Context: an optimization exercise on an open-source flow, tuned for small area, a short achievable clock period and few clock cycles per item. The choices shown serve that exercise and are no tape-out recipe. The RTL was checked by simulation tests, not by an equivalence proof against the original design.

==> flow/design.v <==
`default_nettype none
package ttc_pkg;
   localparam int POS_W     = 32;   
   localparam int UV_W      = 24;   
   localparam int DPOS_W    = POS_W + 1;
   localparam int DUV_W     = UV_W + 1;
   localparam int PROD_W    = DPOS_W + DUV_W;
   localparam int DET_W     = 2 * DUV_W + 1;
   localparam int NUM_W     = PROD_W + 1;
   localparam int FRAC_W    = 16;
   localparam int QUO_W     = POS_W + 1;
   localparam int AXES      = 3;
   localparam int NUM_PRODS = 8;
   localparam int MCNT_W    = 4;
   localparam int STEP_W    = 6;
   localparam int JOB_W     = 2 * AXES * DPOS_W + 4 * DUV_W;   
   localparam logic [QUO_W-1:0] POS_LIMIT = 33'h0_7FFF_FFFF;
   localparam logic [QUO_W-1:0] NEG_LIMIT = 33'h0_8000_0000;
   localparam logic [POS_W-1:0] SAT_MAX   = 32'h7FFF_FFFF;
   localparam logic [POS_W-1:0] SAT_MIN   = 32'h8000_0000;
   typedef logic signed [DPOS_W-1:0] dpos_type;
   typedef logic signed [DUV_W-1:0]  duv_type;
   typedef struct packed {
      dpos_type [AXES-1:0] dp1;
      dpos_type [AXES-1:0] dp2;
      duv_type             du1;
      duv_type             dv1;
      duv_type             du2;
      duv_type             dv2;
   } job_type;
   typedef struct packed {
      logic [POS_W-1:0] value;
      logic             clip;
      logic             done;
   } lane_status_type;
endpackage
`default_nettype wire
`default_nettype none
module ttc_front (
   input  wire logic                              clock,
   input  wire logic                              reset,
   input  wire logic                              req_valid,
   output logic                                   req_stall,
   input  wire logic signed [ttc_pkg::POS_W-1:0]  req_pos_x,
   input  wire logic signed [ttc_pkg::POS_W-1:0]  req_pos_y,
   input  wire logic signed [ttc_pkg::POS_W-1:0]  req_pos_z,
   input  wire logic signed [ttc_pkg::UV_W-1:0]   req_tex_u,
   input  wire logic signed [ttc_pkg::UV_W-1:0]   req_tex_v,
   output logic                                   push_valid,
   input  wire logic                              push_ready,
   output ttc_pkg::job_type                       push_data
);
   localparam logic [1:0] CORNER_FIRST = 2'd0;
   localparam logic [1:0] CORNER_LAST  = 2'd2;
   logic [1:0] count_ff, count_in;
   logic signed [ttc_pkg::POS_W-1:0] pos_ff [0:1][0:ttc_pkg::AXES-1];
   logic signed [ttc_pkg::UV_W-1:0]  u_ff [0:1];
   logic signed [ttc_pkg::UV_W-1:0]  v_ff [0:1];
   logic signed [ttc_pkg::POS_W-1:0] in_pos [0:ttc_pkg::AXES-1];
   logic accept;
   logic last;
   assign in_pos[0] = req_pos_x;
   assign in_pos[1] = req_pos_y;
   assign in_pos[2] = req_pos_z;
   assign last       = (count_ff == CORNER_LAST);
   assign req_stall  = last && !push_ready;
   assign accept     = req_valid && !req_stall;
   assign push_valid = req_valid && last;
   always_comb begin
      count_in = count_ff;
      if (accept) begin
         count_in = last ? CORNER_FIRST : count_ff + 2'd1;
      end
   end
   always_comb begin
      for (int a = 0; a < ttc_pkg::AXES; a++) begin
         push_data.dp1[a] = ttc_pkg::DPOS_W'(pos_ff[1][a]) - ttc_pkg::DPOS_W'(pos_ff[0][a]);
         push_data.dp2[a] = ttc_pkg::DPOS_W'(in_pos[a]) - ttc_pkg::DPOS_W'(pos_ff[0][a]);
      end
      push_data.du1 = ttc_pkg::DUV_W'(u_ff[1]) - ttc_pkg::DUV_W'(u_ff[0]);
      push_data.dv1 = ttc_pkg::DUV_W'(v_ff[1]) - ttc_pkg::DUV_W'(v_ff[0]);
      push_data.du2 = ttc_pkg::DUV_W'(req_tex_u) - ttc_pkg::DUV_W'(u_ff[0]);
      push_data.dv2 = ttc_pkg::DUV_W'(req_tex_v) - ttc_pkg::DUV_W'(v_ff[0]);
   end
   always_ff @(posedge clock) begin
      if (reset) begin
         count_ff <= CORNER_FIRST;
      end else begin
         count_ff <= count_in;
      end
   end
   always_ff @(posedge clock) begin
      if (accept && !last) begin
         for (int a = 0; a < ttc_pkg::AXES; a++) begin
            pos_ff[count_ff[0]][a] <= in_pos[a];
         end
         u_ff[count_ff[0]] <= req_tex_u;
         v_ff[count_ff[0]] <= req_tex_v;
      end
   end
endmodule
`default_nettype wire
`default_nettype none
module ttc_queue #(
   parameter int DEPTH = 2
) (
   input  wire logic              clock,
   input  wire logic              reset,
   input  wire logic              push_valid,
   output logic                   push_ready,
   input  wire ttc_pkg::job_type  push_data,
   output logic                   pop_valid,
   input  wire logic              pop_ready,
   output ttc_pkg::job_type       pop_data
);
   localparam int PTR_W = $clog2(DEPTH);
   localparam int CNT_W = $clog2(DEPTH + 1);
   logic [ttc_pkg::JOB_W-1:0] entry_ff [0:DEPTH-1];
   logic [PTR_W-1:0] wr_ptr_ff, wr_ptr_in;
   logic [PTR_W-1:0] rd_ptr_ff, rd_ptr_in;
   logic [CNT_W-1:0] cnt_ff, cnt_in;
   logic do_push, do_pop;
   assign push_ready = (cnt_ff != CNT_W'(DEPTH));
   assign pop_valid  = (cnt_ff != '0);
   assign pop_data   = entry_ff[rd_ptr_ff];
   assign do_push    = push_valid && push_ready;
   assign do_pop     = pop_valid && pop_ready;
   always_comb begin
      wr_ptr_in = wr_ptr_ff;
      rd_ptr_in = rd_ptr_ff;
      if (do_push) begin
         wr_ptr_in = (wr_ptr_ff == PTR_W'(DEPTH - 1)) ? '0 : wr_ptr_ff + 1'b1;
      end
      if (do_pop) begin
         rd_ptr_in = (rd_ptr_ff == PTR_W'(DEPTH - 1)) ? '0 : rd_ptr_ff + 1'b1;
      end
      cnt_in = cnt_ff + CNT_W'(do_push) - CNT_W'(do_pop);
   end
   always_ff @(posedge clock) begin
      if (reset) begin
         wr_ptr_ff <= '0;
         rd_ptr_ff <= '0;
         cnt_ff    <= '0;
      end else begin
         wr_ptr_ff <= wr_ptr_in;
         rd_ptr_ff <= rd_ptr_in;
         cnt_ff    <= cnt_in;
      end
   end
   always_ff @(posedge clock) begin
      if (do_push) begin
         entry_ff[wr_ptr_ff] <= push_data;
      end
   end
endmodule
`default_nettype wire
`default_nettype none
module ttc_div_lane (
   input  wire logic                           clock,
   input  wire logic                           reset,
   input  wire logic                           start,
   input  wire logic [ttc_pkg::NUM_W-1:0]      num_mag,
   input  wire logic [ttc_pkg::DET_W-1:0]      den_mag,
   input  wire logic                           neg,
   output ttc_pkg::lane_status_type            status
);
   localparam int CMP_W  = ttc_pkg::DET_W + ttc_pkg::FRAC_W + 1;
   localparam int TRY_W  = ttc_pkg::DET_W + 1;
   logic [ttc_pkg::DET_W-1:0]  rem_ff, rem_in;
   logic [ttc_pkg::DET_W-1:0]  den_ff, den_in;
   logic [ttc_pkg::QUO_W-1:0]  bits_ff, bits_in;
   logic [ttc_pkg::QUO_W-1:0]  quo_ff, quo_in;
   logic [ttc_pkg::STEP_W-1:0] step_ff, step_in;
   logic busy_ff, busy_in;
   logic done_ff, done_in;
   logic neg_ff, neg_in;
   logic ovf_ff, ovf_in;
   logic [TRY_W-1:0] trial;
   logic fits;
   logic clip;
   assign trial = {rem_ff, bits_ff[ttc_pkg::QUO_W-1]};
   assign fits  = (trial >= {1'b0, den_ff});
   always_comb begin
      rem_in  = rem_ff;
      den_in  = den_ff;
      bits_in = bits_ff;
      quo_in  = quo_ff;
      step_in = step_ff;
      busy_in = busy_ff;
      done_in = done_ff;
      neg_in  = neg_ff;
      ovf_in  = ovf_ff;
      if (start) begin
         ovf_in  = CMP_W'(num_mag) >= {den_mag, {(ttc_pkg::FRAC_W + 1){1'b0}}};
         rem_in  = ttc_pkg::DET_W'(num_mag >> (ttc_pkg::FRAC_W + 1));
         bits_in = {num_mag[ttc_pkg::FRAC_W:0], {ttc_pkg::FRAC_W{1'b0}}};
         den_in  = den_mag;
         neg_in  = neg;
         quo_in  = '0;
         step_in = ttc_pkg::STEP_W'(ttc_pkg::QUO_W);
         busy_in = 1'b1;
         done_in = 1'b0;
      end else if (busy_ff) begin
         rem_in  = fits ? ttc_pkg::DET_W'(trial - {1'b0, den_ff}) : ttc_pkg::DET_W'(trial);
         quo_in  = {quo_ff[ttc_pkg::QUO_W-2:0], fits};
         bits_in = bits_ff << 1;
         step_in = step_ff - 1'b1;
         if (step_ff == ttc_pkg::STEP_W'(1)) begin
            busy_in = 1'b0;
            done_in = 1'b1;
         end
      end
   end
   always_ff @(posedge clock) begin
      if (reset) begin
         busy_ff <= 1'b0;
         done_ff <= 1'b0;
      end else begin
         busy_ff <= busy_in;
         done_ff <= done_in;
      end
   end
   always_ff @(posedge clock) begin
      rem_ff  <= rem_in;
      den_ff  <= den_in;
      bits_ff <= bits_in;
      quo_ff  <= quo_in;
      step_ff <= step_in;
      neg_ff  <= neg_in;
      ovf_ff  <= ovf_in;
   end
   assign clip = ovf_ff || (neg_ff ? (quo_ff > ttc_pkg::NEG_LIMIT)
                                   : (quo_ff > ttc_pkg::POS_LIMIT));
   always_comb begin
      status.done = done_ff;
      status.clip = clip;
      if (clip) begin
         status.value = neg_ff ? ttc_pkg::SAT_MIN : ttc_pkg::SAT_MAX;
      end else if (neg_ff) begin
         status.value = -quo_ff[ttc_pkg::POS_W-1:0];
      end else begin
         status.value = quo_ff[ttc_pkg::POS_W-1:0];
      end
   end
endmodule
`default_nettype wire
`default_nettype none
module ttc_back (
   input  wire logic                            clock,
   input  wire logic                            reset,
   input  wire logic                            pop_valid,
   output logic                                 pop_ready,
   input  wire ttc_pkg::job_type                pop_data,
   output logic                                 rsp_valid,
   input  wire logic                            rsp_stall,
   output logic signed [ttc_pkg::POS_W-1:0]     rsp_tangent_x,
   output logic signed [ttc_pkg::POS_W-1:0]     rsp_tangent_y,
   output logic signed [ttc_pkg::POS_W-1:0]     rsp_tangent_z,
   output logic                                 rsp_degenerate,
   output logic                                 rsp_clipped
);
   typedef enum logic [5:0] {
      ST_IDLE   = 6'b000001,
      ST_MUL    = 6'b000010,
      ST_PREP   = 6'b000100,
      ST_LAUNCH = 6'b001000,
      ST_DIV    = 6'b010000,
      ST_WRITE  = 6'b100000
   } back_state_type;
   localparam int AX = ttc_pkg::AXES;
   back_state_type state_ff, state_in;
   ttc_pkg::job_type job_ff, job_in;
   logic [ttc_pkg::MCNT_W-1:0]         mcnt_ff, mcnt_in;
   logic signed [ttc_pkg::PROD_W-1:0]  prod_ff, prod_in;
   logic signed [ttc_pkg::DET_W-1:0]   det_ff, det_in;
   logic signed [ttc_pkg::NUM_W-1:0]   num_ff [0:AX-1];
   logic signed [ttc_pkg::NUM_W-1:0]   num_in [0:AX-1];
   logic [ttc_pkg::DET_W-1:0]          den_mag_ff, den_mag_in;
   logic [ttc_pkg::NUM_W-1:0]          num_mag_ff [0:AX-1];
   logic [ttc_pkg::NUM_W-1:0]          num_mag_in [0:AX-1];
   logic                               neg_ff [0:AX-1];
   logic                               neg_in [0:AX-1];
   logic degen_ff, degen_in;
   logic rsp_valid_ff, rsp_valid_in;
   logic [ttc_pkg::POS_W-1:0]          tan_ff [0:AX-1];
   logic [ttc_pkg::POS_W-1:0]          tan_in [0:AX-1];
   logic rsp_degen_ff, rsp_degen_in;
   logic rsp_clip_ff, rsp_clip_in;
   ttc_pkg::dpos_type mul_a;
   ttc_pkg::duv_type  mul_b;
   logic [AX-1:0]                      lane_done;
   logic [AX-1:0]                      lane_clip;
   logic [ttc_pkg::POS_W-1:0]          lane_value [0:AX-1];
   logic lane_start;
   logic all_done;
   logic any_clip;
   logic out_free;
   assign pop_ready  = (state_ff == ST_IDLE);
   assign lane_start = (state_ff == ST_LAUNCH);
   assign out_free   = !rsp_valid_ff || !rsp_stall;
   always_comb begin
      all_done = 1'b1;
      any_clip = 1'b0;
      for (int a = 0; a < AX; a++) begin
         all_done = all_done && lane_done[a];
         any_clip = any_clip || lane_clip[a];
      end
   end
   always_comb begin
      mul_a = ttc_pkg::DPOS_W'(job_ff.du1);
      mul_b = job_ff.dv2;
      if (mcnt_ff == ttc_pkg::MCNT_W'(1)) begin
         mul_a = ttc_pkg::DPOS_W'(job_ff.dv1);
         mul_b = job_ff.du2;
      end
      for (int a = 0; a < AX; a++) begin
         if (mcnt_ff == ttc_pkg::MCNT_W'(2 * a + 2)) begin
            mul_a = job_ff.dp1[a];
            mul_b = job_ff.dv2;
         end else if (mcnt_ff == ttc_pkg::MCNT_W'(2 * a + 3)) begin
            mul_a = job_ff.dp2[a];
            mul_b = job_ff.dv1;
         end
      end
      prod_in = mul_a * mul_b;
   end
   always_comb begin
      state_in     = state_ff;
      job_in       = job_ff;
      mcnt_in      = mcnt_ff;
      det_in       = det_ff;
      den_mag_in   = den_mag_ff;
      degen_in     = degen_ff;
      rsp_valid_in = rsp_valid_ff && rsp_stall;
      rsp_degen_in = rsp_degen_ff;
      rsp_clip_in  = rsp_clip_ff;
      for (int a = 0; a < AX; a++) begin
         num_in[a]     = num_ff[a];
         num_mag_in[a] = num_mag_ff[a];
         neg_in[a]     = neg_ff[a];
         tan_in[a]     = tan_ff[a];
      end
      unique case (state_ff)
         ST_IDLE: begin
            if (pop_valid) begin
               job_in   = pop_data;
               mcnt_in  = '0;
               state_in = ST_MUL;
            end
         end
         ST_MUL: begin
            mcnt_in = mcnt_ff + 1'b1;
            if (mcnt_ff == ttc_pkg::MCNT_W'(1)) begin
               det_in = ttc_pkg::DET_W'(prod_ff);
            end else if (mcnt_ff == ttc_pkg::MCNT_W'(2)) begin
               det_in = det_ff - ttc_pkg::DET_W'(prod_ff);
            end
            for (int a = 0; a < AX; a++) begin
               if (mcnt_ff == ttc_pkg::MCNT_W'(2 * a + 3)) begin
                  num_in[a] = ttc_pkg::NUM_W'(prod_ff);
               end else if (mcnt_ff == ttc_pkg::MCNT_W'(2 * a + 4)) begin
                  num_in[a] = num_ff[a] - ttc_pkg::NUM_W'(prod_ff);
               end
            end
            if (mcnt_ff == ttc_pkg::MCNT_W'(ttc_pkg::NUM_PRODS)) begin
               state_in = ST_PREP;
            end
         end
         ST_PREP: begin
            den_mag_in = det_ff[ttc_pkg::DET_W-1] ? ttc_pkg::DET_W'(-det_ff)
                                                  : ttc_pkg::DET_W'(det_ff);
            degen_in   = (det_ff == '0);
            for (int a = 0; a < AX; a++) begin
               num_mag_in[a] = num_ff[a][ttc_pkg::NUM_W-1] ? ttc_pkg::NUM_W'(-num_ff[a])
                                                           : ttc_pkg::NUM_W'(num_ff[a]);
               neg_in[a]     = num_ff[a][ttc_pkg::NUM_W-1] ^ det_ff[ttc_pkg::DET_W-1];
            end
            state_in = (det_ff == '0) ? ST_WRITE : ST_LAUNCH;
         end
         ST_LAUNCH: begin
            state_in = ST_DIV;
         end
         ST_DIV: begin
            if (all_done) begin
               state_in = ST_WRITE;
            end
         end
         ST_WRITE: begin
            if (out_free) begin
               rsp_valid_in = 1'b1;
               rsp_degen_in = degen_ff;
               rsp_clip_in  = !degen_ff && any_clip;
               for (int a = 0; a < AX; a++) begin
                  tan_in[a] = degen_ff ? '0 : lane_value[a];
               end
               state_in = ST_IDLE;
            end
         end
         default: begin
            state_in = ST_IDLE;
         end
      endcase
   end
   always_ff @(posedge clock) begin
      if (reset) begin
         state_ff     <= ST_IDLE;
         rsp_valid_ff <= 1'b0;
      end else begin
         state_ff     <= state_in;
         rsp_valid_ff <= rsp_valid_in;
      end
   end
   always_ff @(posedge clock) begin
      job_ff       <= job_in;
      mcnt_ff      <= mcnt_in;
      prod_ff      <= prod_in;
      det_ff       <= det_in;
      den_mag_ff   <= den_mag_in;
      degen_ff     <= degen_in;
      rsp_degen_ff <= rsp_degen_in;
      rsp_clip_ff  <= rsp_clip_in;
      for (int a = 0; a < AX; a++) begin
         num_ff[a]     <= num_in[a];
         num_mag_ff[a] <= num_mag_in[a];
         neg_ff[a]     <= neg_in[a];
         tan_ff[a]     <= tan_in[a];
      end
   end
   for (genvar g = 0; g < AX; g++) begin : g_lane
      ttc_pkg::lane_status_type st;
      ttc_div_lane u_lane (
         .clock   (clock),
         .reset   (reset),
         .start   (lane_start),
         .num_mag (num_mag_ff[g]),
         .den_mag (den_mag_ff),
         .neg     (neg_ff[g]),
         .status  (st)
      );
      assign lane_done[g]  = st.done;
      assign lane_clip[g]  = st.clip;
      assign lane_value[g] = st.value;
   end
   assign rsp_valid      = rsp_valid_ff;
   assign rsp_tangent_x  = tan_ff[0];
   assign rsp_tangent_y  = tan_ff[1];
   assign rsp_tangent_z  = tan_ff[2];
   assign rsp_degenerate = rsp_degen_ff;
   assign rsp_clipped    = rsp_clip_ff;
endmodule
`default_nettype wire
`default_nettype none
module triangle_tangent_calc_unit #(
   parameter int QUEUE_DEPTH = 2
) (
   input  wire logic                              clock,
   input  wire logic                              reset,
   input  wire logic                              req_valid,
   output logic                                   req_stall,
   input  wire logic signed [ttc_pkg::POS_W-1:0]  req_pos_x,
   input  wire logic signed [ttc_pkg::POS_W-1:0]  req_pos_y,
   input  wire logic signed [ttc_pkg::POS_W-1:0]  req_pos_z,
   input  wire logic signed [ttc_pkg::UV_W-1:0]   req_tex_u,
   input  wire logic signed [ttc_pkg::UV_W-1:0]   req_tex_v,
   output logic                                   rsp_valid,
   input  wire logic                              rsp_stall,
   output logic signed [ttc_pkg::POS_W-1:0]       rsp_tangent_x,
   output logic signed [ttc_pkg::POS_W-1:0]       rsp_tangent_y,
   output logic signed [ttc_pkg::POS_W-1:0]       rsp_tangent_z,
   output logic                                   rsp_degenerate,
   output logic                                   rsp_clipped
);
   logic q_push_valid, q_push_ready;
   logic q_pop_valid, q_pop_ready;
   ttc_pkg::job_type q_push_data, q_pop_data;
   ttc_front u_front (
      .clock      (clock),
      .reset      (reset),
      .req_valid  (req_valid),
      .req_stall  (req_stall),
      .req_pos_x  (req_pos_x),
      .req_pos_y  (req_pos_y),
      .req_pos_z  (req_pos_z),
      .req_tex_u  (req_tex_u),
      .req_tex_v  (req_tex_v),
      .push_valid (q_push_valid),
      .push_ready (q_push_ready),
      .push_data  (q_push_data)
   );
   ttc_queue #(
      .DEPTH (QUEUE_DEPTH)
   ) u_queue (
      .clock      (clock),
      .reset      (reset),
      .push_valid (q_push_valid),
      .push_ready (q_push_ready),
      .push_data  (q_push_data),
      .pop_valid  (q_pop_valid),
      .pop_ready  (q_pop_ready),
      .pop_data   (q_pop_data)
   );
   ttc_back u_back (
      .clock          (clock),
      .reset          (reset),
      .pop_valid      (q_pop_valid),
      .pop_ready      (q_pop_ready),
      .pop_data       (q_pop_data),
      .rsp_valid      (rsp_valid),
      .rsp_stall      (rsp_stall),
      .rsp_tangent_x  (rsp_tangent_x),
      .rsp_tangent_y  (rsp_tangent_y),
      .rsp_tangent_z  (rsp_tangent_z),
      .rsp_degenerate (rsp_degenerate),
      .rsp_clipped    (rsp_clipped)
   );
endmodule
`default_nettype wire
==> flow/run.sh <==
#!/bin/bash
# synth_recipe.tcl (not shown) runs the flow's synth.tcl, then flattens the netlist and writes it again
# the make line also repeats each setting of config.mk as NAME=value (left out here)
make -C /OpenROAD-flow-scripts/flow DESIGN_CONFIG=/design/flow/config.mk WORK_HOME=/design/flow/orfs CLKGATE_MAP_FILE= SYNTH_SCRIPT=/design/flow/synth_recipe.tcl finish
==> flow/config.mk <==
export PLATFORM = sky130hd
export DESIGN_NAME = triangle_tangent_calc_unit
export DESIGN_NICKNAME = triangle_tangent_calc_unit
export VERILOG_FILES = /design/flow/design.v
export SDC_FILE = /design/flow/constraint.sdc
export NUM_CORES = 4
export LEC_CHECK = 0
export CAP_MARGIN = 20
export CORE_MARGIN = 2
export CORE_UTILIZATION = 30
export PLACE_DENSITY = 0.45
export SLEW_MARGIN = 20
==> flow/constraint.sdc <==
create_clock -name core_clock -period 11.0 [get_ports {clock}]
set_input_delay 2.2000 -clock core_clock [delete_from_list [all_inputs] [get_ports {clock}]]
set_output_delay 2.2000 -clock core_clock [all_outputs]
set_load 0.01 [all_outputs]
==> results.txt <==
[timing repair]
action | in CTS | in global routing
setup buffers | 0 | 1
gates resized for setup | 5 | 21
pin swaps | 0 | 1
hold buffers | 0 | 0
endpoints found under the setup margin | 1 | 6
[layout by cell type (no fill, tap or decap), types with 246 or more instances in the layout]
cell type / n
edfxtp_1: 1978
nand2_1: 1632
inv_1: 1399
nor2_1: 1318
ha_1: 970
a21oi_1: 916
fa_1: 859
o21ai_0: 809
xnor2_1: 616
a21o_1: 378
mux2_2: 327
clkbuf_16: 290
clkdlybuf4s50_1: 246
[cells by family (layout without fill, tap and decap cells)]
group                      after synthesis  count (layout)  share of synthesized area (%)
AOI/OAI and AO/OA                     3065            3065                           12.5
xor gates and xnor gates               838             838                           4.86
adders and majority gates             1829            1829                           19.4
buffers and inverters                 1938            2407                           4.84
DFF                                   2199            2199                           42.2
muxes                                  524             524                           3.75
other                                    0              13                              0
and+or+nand+nor                       4184            4184                           12.4
[worst min-delay path by stage]
stage / startpoint / to
after floorplan: u_back.neg_ff[0]$_DFFE_PP_ / u_back.g_lane[0].u_lane.neg_ff$_DFFE_PP_
after detailed placement: u_back.den_mag_ff[10]$_DFFE_PP_ / u_back.g_lane[0].u_lane.den_ff[10]$_DFFE_PP_
after CTS: u_back.den_mag_ff[10]$_DFFE_PP_ / u_back.g_lane[0].u_lane.den_ff[10]$_DFFE_PP_
after global routing: u_back.den_mag_ff[19]$_DFFE_PP_ / u_back.g_lane[0].u_lane.den_ff[19]$_DFFE_PP_
after global placement: u_back.den_mag_ff[49]$_DFFE_PP_ / u_back.g_lane[0].u_lane.den_ff[49]$_DFFE_PP_
final: u_back.den_mag_ff[10]$_DFFE_PP_ / u_back.g_lane[0].u_lane.den_ff[10]$_DFFE_PP_
[sequential cells by signal, indices dropped and copies added, names as in the netlist, 3 cells and up]
name	flops
u_back.g_lane.u_lane.bits_ff	51
u_back.state_ff	6
u_front.v_ff	48
u_back.g_lane.u_lane.step_ff	18
u_back.mcnt_ff	4
u_back.num_ff	177
u_back.g_lane.u_lane.busy_ff	3
u_back.g_lane.u_lane.neg_ff	3
u_back.prod_ff	58
u_back.num_mag_ff	177
u_front.pos_ff	192
u_front.u_ff	48
u_queue.entry_ff	596
u_back.g_lane.u_lane.den_ff	51
u_back.g_lane.u_lane.rem_ff	153
u_back.det_ff	51
u_back.neg_ff	3
u_back.g_lane.u_lane.quo_ff	99
u_back.tan_ff	96
u_back.job_ff	298
u_back.den_mag_ff	51
u_back.g_lane.u_lane.ovf_ff	3
u_back.g_lane.u_lane.done_ff	3
[routing by layer]
| metal | up-vias | routed length (um) | global-route usage [%] |
|---|---|---|---|
| met2 | 2107 | 225000 | 31.0 |
| met1 | 52900 | 218000 | 24.5 |
| met5 | - | 0 | 0 |
| met3 | 603 | 17000 | 1.83 |
| met4 | 0 | 16000 | 5.47 |
| li1 | 51600 | - | - |
[stage by stage]
stage	instances	cell area [um2]	setup TNS, ps	worst slack, ps
6_report	21700	172000	0	456
5_1_grt	21700	172000	0	43.5
4_1_cts	21700	172000	0	47.0
3_5_place_dp	21200	162000	-76.2	-76.2
3_3_place_gp	21200	162000	-17.5	-17.5
2_1_floorplan	14600	151000	0	30.0
[layout make-up]
cell class              instances  area (um2)
multi-input cells           10400       80400
repair buffers                505        4580
clock inverters               144        1630
well taps                    6681        8360
clock buffers                 353        7620
inverters                    1405        5300
diodes                         13        32.5
flip-flops and latches       2199       63800
fillers                     50500      330000
[worst max-delay path, delay by kind of cell (launching register included)]
kind	cells	cell delay (ps)
muxes	1	330
xor gates and xnor gates	1	90
DFF	1	460
AOI/OAI and AO/OA	14	2840
and+or+nand+nor	5	1440
buffers and inverters	6	790
adders and majority gates	9	4370
==> flow_summary.ini <==
[sta]
fin_crit_sh_pct = 95.9
max_slew.worst_pin.slew_ps = 1170
hold_viol = 0
relSlewSlack_pct = 22.0
rsz0062_at_grt = false
finalSetupViolCount = 0
period_minus_slack_ps = 10540
whs_ps = 450
skew_ps = 86.9
max_freq_mhz = 94.8
maxSlewViolCount = 0

[synthesis]
synth_top_cell_by_area = edfxtp_1
post-synth-top-count-cell = edfxtp_1
ys_ff_latch = 2199
synth_area_leaders = edfxtp_1 (39%), fa_1 (11%), ha_1 (8.0%), nand2_1 (4.1%), xnor2_1 (3.6%)
syn_inst = 14600
ys.flop_type = edfxtp_1
async_reset_ff_share_pct = 0
avgSynthCellArea_um2 = 10.4
synthDistinctLibCells = 93
synth_top_cell_area_share_pct = 39.3
yosysWarnings = 23
netlist_top_cells_count = edfxtp_1 (1978), nand2_1 (1641), inv_1 (1401)
synth_edf_count = 1978
seq_area_frac_synth_pct = 42.2
synth_nets = 16600
synth_area_um2 = 151000

[cts]
cts_sinks = 2199
cts-root-buf = clkbuf_16
cts_tree = yes
cts_buffers = 279
clock_latency_ps = 970
cts_max_level = 5
clock_path_buffers = 4
clkTransAtPathRegs_ps = 60

[die]
num_rows = 260
die-area_um2 = 509000
core-area_um2 = 501000
die_x_um = 714
io_pins = 248
fp.dieH_um = 714
initial_utilization_pct = 30.1

[routing]
drc_errors = 0
drt_pass1_iterations = 5
wl_mm = 475
ant_nets = 0
drtIter0Drc = 7172
via_per_inst = 4.93
avgRoutedWirePerCell_um = 21.9
dr_total_vias = 107000

[placed_design]
numPortBuffers = 247
gp_congestion = 0.905
dp_hpwl_mm = 370

[setup_path]
r2r_end = u_back.prod_ff[57]$_DFF_P_
r2r_slack_ps = 460
crit_path_max_fanout = 24
cp-endpoint = u_back.prod_ff[57]$_DFF_P_
crit_top_cell = fa_1
path_class = register to register
worstSetupEndpointType = register
slowest_delay_ps = 630
slowest_stage = or4b_2
arrival_ps = 11290
ff2ff_path_depth = 36
cp.required_ps = 11750
r2r-start = u_back.mcnt_ff[0]$_SDFFCE_PN0P_
crit_start = u_back.mcnt_ff[0]$_SDFFCE_PN0P_
startpoint_type = register

[layout]
area_growth_pct = 13.7
final_util_pct = 34.3
drive_gt1_share_pct = 7.64
nets = 16800

[outcome]
status = no timing/DRC/antenna violations

[min_path]
hold_path_class = register to register
hold_depth = 0

[grt]
grt_pass1_vias = 109000
grt_pass1_wl_mm = 707
antenna_found_initial = 13
overflow = 0
grt_use_total_pct = 18.2
grt_max_degree = 134

[job]
drv_cap = 0
Testbench counts, summed over its fixed seeds: cycles 23,781, items 512.

## static timing again, ports no longer ideal
Ports are ideal in the flow. The routed layout listed here was re-timed in OpenROAD.
Step 1 (the two cells are an assumption about what drives the block):
set clk [get_ports {clock}]
set_driving_cell -lib_cell sky130_fd_sc_hd__clkbuf_16 $clk
set_driving_cell -lib_cell sky130_fd_sc_hd__buf_2 [delete_from_list [all_inputs] $clk]
Step 2 times the ports against the registers' clock, not the clock port: input delays grow and output delays shrink by t, the midpoint of the rising clock arrivals with the driver on.
Three values: no drivers, after step 1, after step 2; two values: the first two.
t (ns): 1.058
setup WS [ns]: 0.456 / 0.456 / 0.456
pins driven straight from the clock port: 1
After both steps this run still meets setup and hold. For this run, drivers alone change the setup slack by 0.000 ns; drivers and shift together by 0.000 ns.
